What follows belongs to an exercise in optimizing a design on an open flow for small area and a short achievable clock period; a production flow would make more cautious choices. At most, simulation tests tie the RTL to the original design; equivalence was not proved. Power figures rest on the tool's default switching activity, not on a simulated workload.

==> inputs of 01-17 <==
==> flow/design.v <==
module fpio_sync_fifo #(
  parameter int FIFO_BITS  = 8,
  parameter int DATA_WIDTH = 8,
  parameter int LO_BITS    = 4,
  parameter bit FREE       = 1'b0    
) (
  input  logic                  clk,
  input  logic                  rstn,
  input  logic                  push,
  input  logic                  pop,
  input  logic                  flush,
  input  logic [DATA_WIDTH-1:0] wdata,
  output logic [DATA_WIDTH-1:0] rdata,
  output logic [FIFO_BITS:0]    lvl,
  output logic [FIFO_BITS:0]    lvl_next,
  output logic                  full,
  output logic                  empty,
  output logic                  empty_next,
  output logic                  full_next
);
  localparam int DEPTH = 1 << FIFO_BITS;
  localparam int LO = LO_BITS;
  localparam int HI = FIFO_BITS - LO_BITS;
  localparam int NLO = 1 << LO;
  localparam int NHI = 1 << HI;
  localparam logic [FIFO_BITS:0] FULL_CNT = (FIFO_BITS+1)'(DEPTH);
  localparam logic [FIFO_BITS:0] LVL_RST  = FREE ? FULL_CNT : '0;
  logic [DATA_WIDTH-1:0] mem [DEPTH];
  logic [FIFO_BITS-1:0]  wr_ptr;
  logic [NLO-1:0]        rsel_lo;     
  logic [NHI-1:0]        rsel_hi;     
  logic                  one;         
  logic                  do_push;
  logic                  do_pop;
  logic [DATA_WIDTH-1:0] head;
  assign do_push = push && !full;
  assign do_pop  = pop && !empty;
  assign rdata   = head;
  always_comb begin
    lvl_next = lvl;
    if (flush)                   lvl_next = LVL_RST;
    else if (do_push && !do_pop) lvl_next = FREE ? lvl - 1'b1 : lvl + 1'b1;
    else if (do_pop && !do_push) lvl_next = FREE ? lvl + 1'b1 : lvl - 1'b1;
  end
  logic one_next;
  always_comb begin
    if (FREE) begin
      empty_next = (lvl_next == FULL_CNT);
      full_next  = (lvl_next == '0);
      one_next   = (lvl_next == FULL_CNT - 1'b1);
    end else begin
      empty_next = (lvl_next == '0);
      full_next  = (lvl_next == FULL_CNT);
      one_next   = (lvl_next == (FIFO_BITS+1)'(1));
    end
  end
  always_ff @(posedge clk or negedge rstn) begin
    if (!rstn) begin
      wr_ptr  <= '0;
      rsel_lo <= (NLO)'(2);
      rsel_hi <= (NHI)'(1);
      lvl     <= LVL_RST;
      empty   <= 1'b1;
      full    <= 1'b0;
      one     <= 1'b0;
    end else begin
      lvl   <= lvl_next;
      empty <= empty_next;
      full  <= full_next;
      one   <= one_next;
      if (flush) begin
        wr_ptr  <= '0;
        rsel_lo <= (NLO)'(2);
        rsel_hi <= (NHI)'(1);
      end else begin
        if (do_push) wr_ptr <= wr_ptr + 1'b1;
        if (do_pop) begin
          rsel_lo <= {rsel_lo[NLO-2:0], rsel_lo[NLO-1]};
          if (rsel_lo[NLO-1]) rsel_hi <= {rsel_hi[NHI-2:0], rsel_hi[NHI-1]};
        end
      end
    end
  end
  logic [DEPTH-1:0] we;
  always_comb begin
    for (int i = 0; i < DEPTH; i++)
      we[i] = do_push && (wr_ptr == (FIFO_BITS)'(i));
  end
  always_ff @(posedge clk) begin
    for (int i = 0; i < DEPTH; i++)
      if (we[i]) mem[i] <= wdata;
  end
  logic [DATA_WIDTH-1:0] grp [NHI];
  logic [DATA_WIDTH-1:0] nxt_data;
  always_comb begin
    for (int g = 0; g < NHI; g++) begin
      grp[g] = '0;
      for (int i = 0; i < NLO; i++)
        grp[g] = grp[g] | (mem[g*NLO+i] & {DATA_WIDTH{rsel_lo[i]}});
    end
    nxt_data = '0;
    for (int g = 0; g < NHI; g++)
      nxt_data = nxt_data | (grp[g] & {DATA_WIDTH{rsel_hi[g]}});
  end
  always_ff @(posedge clk) begin
    if (do_pop) head <= one ? wdata : nxt_data;
    else if (empty) head <= wdata;
  end
endmodule
module fpio_stream_ctrl #(
  parameter int FIFO_BITS  = 8,
  parameter int DATA_WIDTH = 8,
  parameter int ADDR_BITS  = 4
) (
  input  logic                  clk,
  input  logic                  rstn,
  output logic                  irq,
  input  logic [ADDR_BITS-1:0]  host_addr,
  input  logic                  host_write_en,
  input  logic [31:0]           host_write_data,
  input  logic                  host_read_en,
  output logic [31:0]           host_read_data,
  output logic [DATA_WIDTH-1:0] dat_o_data,
  output logic                  dat_o_valid,
  input  logic                  dat_o_ready,
  input  logic [DATA_WIDTH-1:0] dat_i_data,
  input  logic                  dat_i_valid,
  output logic                  dat_i_ready
);
  localparam int A_TXDATA  = 0;
  localparam int A_TXFREE  = 1;
  localparam int A_RXDATA  = 2;
  localparam int A_RXCOUNT = 3;
  localparam int A_CTRL    = 4;
  localparam int A_DIVISOR = 5;
  localparam int A_STATUS  = 6;
  localparam int A_IRQEN   = 7;
  localparam int A_TXTHR   = 8;
  localparam int A_RXTHR   = 9;
  typedef logic [FIFO_BITS:0]   cnt_t;
  typedef logic [ADDR_BITS-1:0] addr_t;
  logic        tx_en;
  logic        rx_en;
  logic [15:0] divisor;
  logic [15:0] pace_cnt;
  logic        tx_ovf;
  logic        rx_unf;
  logic [3:0]  irq_en;
  cnt_t        tx_thr;
  cnt_t        rx_thr;
  logic        tx_low;
  logic        rx_high;
  logic        o_valid;
  logic        i_ready;
  cnt_t                  tx_free, tx_free_next, rx_count, rx_count_next;
  logic                  tx_full, tx_empty, rx_full, rx_empty;
  logic                  tx_empty_next, tx_full_next, rx_empty_next, rx_full_next;
  logic [DATA_WIDTH-1:0] rx_head;
  logic wr_txdata, wr_ctrl, wr_div, wr_status, wr_irqen, wr_txthr, wr_rxthr;
  logic rd_rxdata;
  logic tx_pop, tx_flush, rx_push, rx_flush;
  logic tx_ovf_set, rx_unf_set, tx_ovf_clr, rx_unf_clr;
  assign wr_txdata = host_write_en && (host_addr == addr_t'(A_TXDATA));
  assign wr_ctrl   = host_write_en && (host_addr == addr_t'(A_CTRL));
  assign wr_div    = host_write_en && (host_addr == addr_t'(A_DIVISOR));
  assign wr_status = host_write_en && (host_addr == addr_t'(A_STATUS));
  assign wr_irqen  = host_write_en && (host_addr == addr_t'(A_IRQEN));
  assign wr_txthr  = host_write_en && (host_addr == addr_t'(A_TXTHR));
  assign wr_rxthr  = host_write_en && (host_addr == addr_t'(A_RXTHR));
  assign rd_rxdata = host_read_en  && (host_addr == addr_t'(A_RXDATA));
  assign tx_flush    = wr_ctrl && host_write_data[2];
  assign rx_flush    = wr_ctrl && host_write_data[3];
  assign dat_o_valid = o_valid;
  assign tx_pop      = o_valid && dat_o_ready;
  assign dat_i_ready = i_ready;
  assign rx_push     = dat_i_valid && i_ready;
  assign tx_ovf_set = wr_txdata && tx_full;
  assign rx_unf_set = rd_rxdata && rx_empty;
  assign tx_ovf_clr = wr_status && host_write_data[0];
  assign rx_unf_clr = wr_status && host_write_data[1];
  fpio_sync_fifo #(.FIFO_BITS(FIFO_BITS), .DATA_WIDTH(DATA_WIDTH), .FREE(1'b1)) u_tx_fifo (
    .clk        (clk),
    .rstn       (rstn),
    .push       (wr_txdata),
    .pop        (tx_pop),
    .flush      (tx_flush),
    .wdata      (host_write_data[DATA_WIDTH-1:0]),
    .rdata      (dat_o_data),
    .lvl        (tx_free),
    .lvl_next   (tx_free_next),
    .full       (tx_full),
    .empty      (tx_empty),
    .empty_next (tx_empty_next),
    .full_next  (tx_full_next)
  );
  fpio_sync_fifo #(.FIFO_BITS(FIFO_BITS), .DATA_WIDTH(DATA_WIDTH), .FREE(1'b0)) u_rx_fifo (
    .clk        (clk),
    .rstn       (rstn),
    .push       (rx_push),
    .pop        (rd_rxdata),
    .flush      (rx_flush),
    .wdata      (dat_i_data),
    .rdata      (rx_head),
    .lvl        (rx_count),
    .lvl_next   (rx_count_next),
    .full       (rx_full),
    .empty      (rx_empty),
    .empty_next (rx_empty_next),
    .full_next  (rx_full_next)
  );
  logic        tx_en_n, rx_en_n;
  logic [15:0] pace_n;
  cnt_t        tx_thr_n, rx_thr_n;
  logic        tx_ovf_n, rx_unf_n;
  always_comb begin
    tx_en_n  = wr_ctrl  ? host_write_data[0] : tx_en;
    rx_en_n  = wr_ctrl  ? host_write_data[1] : rx_en;
    tx_thr_n = wr_txthr ? host_write_data[FIFO_BITS:0] : tx_thr;
    rx_thr_n = wr_rxthr ? host_write_data[FIFO_BITS:0] : rx_thr;
    tx_ovf_n = tx_ovf_set || (tx_ovf && !tx_ovf_clr);
    rx_unf_n = rx_unf_set || (rx_unf && !rx_unf_clr);
    if (tx_flush)            pace_n = '0;
    else if (tx_pop)         pace_n = divisor;
    else if (pace_cnt != '0) pace_n = pace_cnt - 16'd1;
    else                     pace_n = pace_cnt;
  end
  always_ff @(posedge clk or negedge rstn) begin
    if (!rstn) begin
      tx_en    <= 1'b0;
      rx_en    <= 1'b0;
      divisor  <= '0;
      pace_cnt <= '0;
      tx_ovf   <= 1'b0;
      rx_unf   <= 1'b0;
      irq_en   <= '0;
      tx_thr   <= '0;
      rx_thr   <= '0;
      irq      <= 1'b0;
      tx_low   <= 1'b1;
      rx_high  <= 1'b1;
      o_valid  <= 1'b0;
      i_ready  <= 1'b0;
    end else begin
      tx_en    <= tx_en_n;
      rx_en    <= rx_en_n;
      if (wr_div)   divisor <= host_write_data[15:0];
      if (wr_irqen) irq_en  <= host_write_data[3:0];
      tx_thr   <= tx_thr_n;
      rx_thr   <= rx_thr_n;
      tx_ovf   <= tx_ovf_n;
      rx_unf   <= rx_unf_n;
      pace_cnt <= pace_n;
      irq      <= |({rx_high, tx_low, rx_unf, tx_ovf} & irq_en);
      tx_low   <= ({1'b0, tx_free_next} + {1'b0, tx_thr_n}) >= 10'd256;
      rx_high  <= (rx_count_next >= rx_thr_n);
      o_valid  <= tx_en_n && !tx_empty_next && (pace_n == '0);
      i_ready  <= rx_en_n && !rx_full_next;
    end
  end
  always_comb begin
    host_read_data = '0;
    case (host_addr)
      A_TXFREE:  host_read_data[FIFO_BITS:0]  = tx_free;
      A_RXDATA:  host_read_data[DATA_WIDTH-1:0] = rx_empty ? '0 : rx_head;
      A_RXCOUNT: host_read_data[FIFO_BITS:0]  = rx_count;
      A_CTRL:    host_read_data[1:0]  = {rx_en, tx_en};
      A_DIVISOR: host_read_data[15:0] = divisor;
      A_STATUS:  host_read_data[3:0]  = {rx_high, tx_low, rx_unf, tx_ovf};
      A_IRQEN:   host_read_data[3:0]  = irq_en;
      A_TXTHR:   host_read_data[FIFO_BITS:0] = tx_thr;
      A_RXTHR:   host_read_data[FIFO_BITS:0] = rx_thr;
      default:   host_read_data = '0;
    endcase
  end
endmodule
==> flow/run.sh <==
#!/bin/bash
# synth_recipe.tcl (not shown) runs the flow's synth.tcl, then flattens the netlist and writes it again
# the make line also repeats each setting of config.mk as NAME=value (left out here)
make -C /OpenROAD-flow-scripts/flow DESIGN_CONFIG=/design/flow/config.mk WORK_HOME=/design/flow/orfs CLKGATE_MAP_FILE= SYNTH_SCRIPT=/design/flow/synth_recipe.tcl finish
==> flow/config.mk <==
export PLATFORM = sky130hd
export DESIGN_NAME = fpio_stream_ctrl
export DESIGN_NICKNAME = fpio_stream_ctrl
export VERILOG_FILES = /design/flow/design.v
export SDC_FILE = /design/flow/constraint.sdc
export NUM_CORES = 4
export LEC_CHECK = 0
export CAP_MARGIN = 20
export CORE_MARGIN = 2
export CORE_UTILIZATION = 40
export CTS_BUF_LIST = sky130_fd_sc_hd__clkbuf_8
export CTS_CLUSTER_SIZE = 30
export SETUP_SLACK_MARGIN = 3.5
export SLEW_MARGIN = 20
==> flow/constraint.sdc <==
create_clock -name core_clock -period 7.5 [get_ports {clk}]
set_input_delay 1.5000 -clock core_clock [delete_from_list [all_inputs] [get_ports {clk}]]
set_output_delay 1.5000 -clock core_clock [all_outputs]
set_load 0.01 [all_outputs]
==> 06-06: changes against 01-17 <==
--- a/flow/design.v
+++ b/flow/design.v
@@ -259,15 +259,38 @@
   end
-  always_comb begin
+  logic [15:0] rb_txfree, rb_rxdata, rd_rxcount, rd_ctrl, rd_div, rd_status;
+  logic [15:0] rd_irqen, rd_txthr, rd_rxthr;
+  logic [15:0] rd_g0, rd_g1, rd_g2;
+  always_comb begin
+    rb_txfree  = 16'(tx_free);
+    rb_rxdata  = rx_empty ? 16'd0 : 16'(rx_head);
+    rd_rxcount = 16'(rx_count);
+    rd_ctrl    = {14'd0, rx_en, tx_en};
+    rd_div     = divisor;
+    rd_status  = {12'd0, rx_high, tx_low, rx_unf, tx_ovf};
+    rd_irqen   = {12'd0, irq_en};
+    rd_txthr   = 16'(tx_thr);
+    rd_rxthr   = 16'(rx_thr);
+    case (host_addr[1:0])
+      2'd0:    rd_g0 = 16'd0;
+      2'd1:    rd_g0 = rb_txfree;
+      2'd2:    rd_g0 = rb_rxdata;
+      default: rd_g0 = rd_rxcount;
+    endcase
+    case (host_addr[1:0])
+      2'd0:    rd_g1 = rd_ctrl;
+      2'd1:    rd_g1 = rd_div;
+      2'd2:    rd_g1 = rd_status;
+      default: rd_g1 = rd_irqen;
+    endcase
+    case (host_addr[1:0])
+      2'd0:    rd_g2 = rd_txthr;
+      2'd1:    rd_g2 = rd_rxthr;
+      default: rd_g2 = 16'd0;
+    endcase
     host_read_data = '0;
-    case (host_addr)
-      A_TXFREE:  host_read_data[FIFO_BITS:0]  = tx_free;
-      A_RXDATA:  host_read_data[DATA_WIDTH-1:0] = rx_empty ? '0 : rx_head;
-      A_RXCOUNT: host_read_data[FIFO_BITS:0]  = rx_count;
-      A_CTRL:    host_read_data[1:0]  = {rx_en, tx_en};
-      A_DIVISOR: host_read_data[15:0] = divisor;
-      A_STATUS:  host_read_data[3:0]  = {rx_high, tx_low, rx_unf, tx_ovf};
-      A_IRQEN:   host_read_data[3:0]  = irq_en;
-      A_TXTHR:   host_read_data[FIFO_BITS:0] = tx_thr;
-      A_RXTHR:   host_read_data[FIFO_BITS:0] = rx_thr;
-      default:   host_read_data = '0;
+    case (host_addr[3:2])
+      2'd0:    host_read_data[15:0] = rd_g0;
+      2'd1:    host_read_data[15:0] = rd_g1;
+      2'd2:    host_read_data[15:0] = rd_g2;
+      default: host_read_data[15:0] = 16'd0;
     endcase
- CORE_UTILIZATION: 40 -> 55
- CTS_CLUSTER_DIAMETER: unset -> 80
- CTS_CLUSTER_SIZE: 30 -> 14
==> summary of the runs <==
- 01-17 went through all stages and came out clean. 06-06 completed with no timing, DRC or antenna violations.
- Between 06-06 and 01-17, the lower via count is in 06-06 (gap 2.7%, measured against 01-17).
- Between 06-06 and 01-17, the lower die area is in 06-06 (gap 27%, measured against 01-17).
- In 06-06 the total power is lower than in 01-17, by about 13%.
- Of 01-17 and 06-06, 01-17 has the higher critical path depth (gap 4).
- Of 01-17 and 06-06, 01-17 has the higher hold slack (gap 41 ps).
- In 01-17 the register-to-register slack is better than in 06-06, by 60 ps.
- Against 01-17, the cell area of 06-06 is smaller by about 4.6%.
- Against 06-06, the clock power of 01-17 is higher by about 50%.
- Between 06-06 and 01-17, the lower non-clock buffer count is in 01-17 (gap 15).
- Between 01-17 and 06-06, the lower wire length is in 06-06 (gap about 1.1%, measured against 06-06).
==> figures <==
item                                                                                 06-06                    01-17
Estimated wirelength of the detail-placed design                                 283000 µm                279000 µm
Post-Synth XOR/XNOR Area                                                            0.178%                   0.189%
Post-route worst hold slack                                                         441 ps                   482 ps
Instance count of the mapped netlist                                                  8943                     9006
Relative contribution of combinational cells to total power                           6.7%                     5.6%
Number of instances in the placed design                                             12400                    13900
Met2 Usage GRT                                                                       52.1%                    37.4%
Data-path buffer share of cell area in the final layout                              1.70%                    1.62%
Status                                                            timing/DRC/antenna clean  timing/DRC/antenna clean
Psw                                                                                9.63 mW                  11.1 mW
Filler instances                                                                     21200                    33300
Share of cell area taken by multi-input logic gates                                  16.8%                    16.2%
Final standard cell count with taps included and fillers excluded                    12900                    15000
Power Dens Cells                                                                243 nW/µm²               265 nW/µm²
Floorplan core area                                                             285000 µm²               392000 µm²
Slowest CP cell                                                    sky130_fd_sc_hd__nor2_1  sky130_fd_sc_hd__or4b_4
Antenna cell count                                                                      11                        4
Switch share                                                                         23.4%                    23.6%
Detailed Route WL                                                                482000 µm                488000 µm
Number of cell rows                                                                    196                      230
Worst flop-to-flop path startpoint                                   u_rx_fifo.rsel_lo[13]     u_rx_fifo.rsel_lo[0]
Function not checked in 06-06: the RTL went through the layout flow alone.

-- what the ideal ports hide --
The flow's constraints put no driver on any port. The routed layouts listed below were extracted and timed again, unchanged, in two steps. Step 1 sets driving cells, clkbuf_16 on the clock port and buf_2 on the other inputs (assumed; they add their load-dependent delay and slew). Step 2 also shifts input and output timing later by t, the mid clock arrival at the registers, as if the neighbouring blocks saw the same clock. Three values: ideal, step 1, step 2; two values: the first two.
run | shift t [ns] | setup slack, ns | hold slack, ns | clock arrival spread, ns | worst data-port slew with drivers (ns)
01-17 | 1.169 | 3.034 / 2.988 / 2.233 | 0.482 / 0.416 / 0.539 | 0.070 / 0.070 | 0.16
06-06 | 1.209 | 3.203 / 3.209 / 2.066 | 0.441 / 0.377 / 0.525 | 0.074 / 0.074 | 0.13
After both steps every run listed still meets setup and hold. The setup slack of 06-06, which loses most, moves by +0.006 ns with the drivers and by -1.137 ns with both steps.
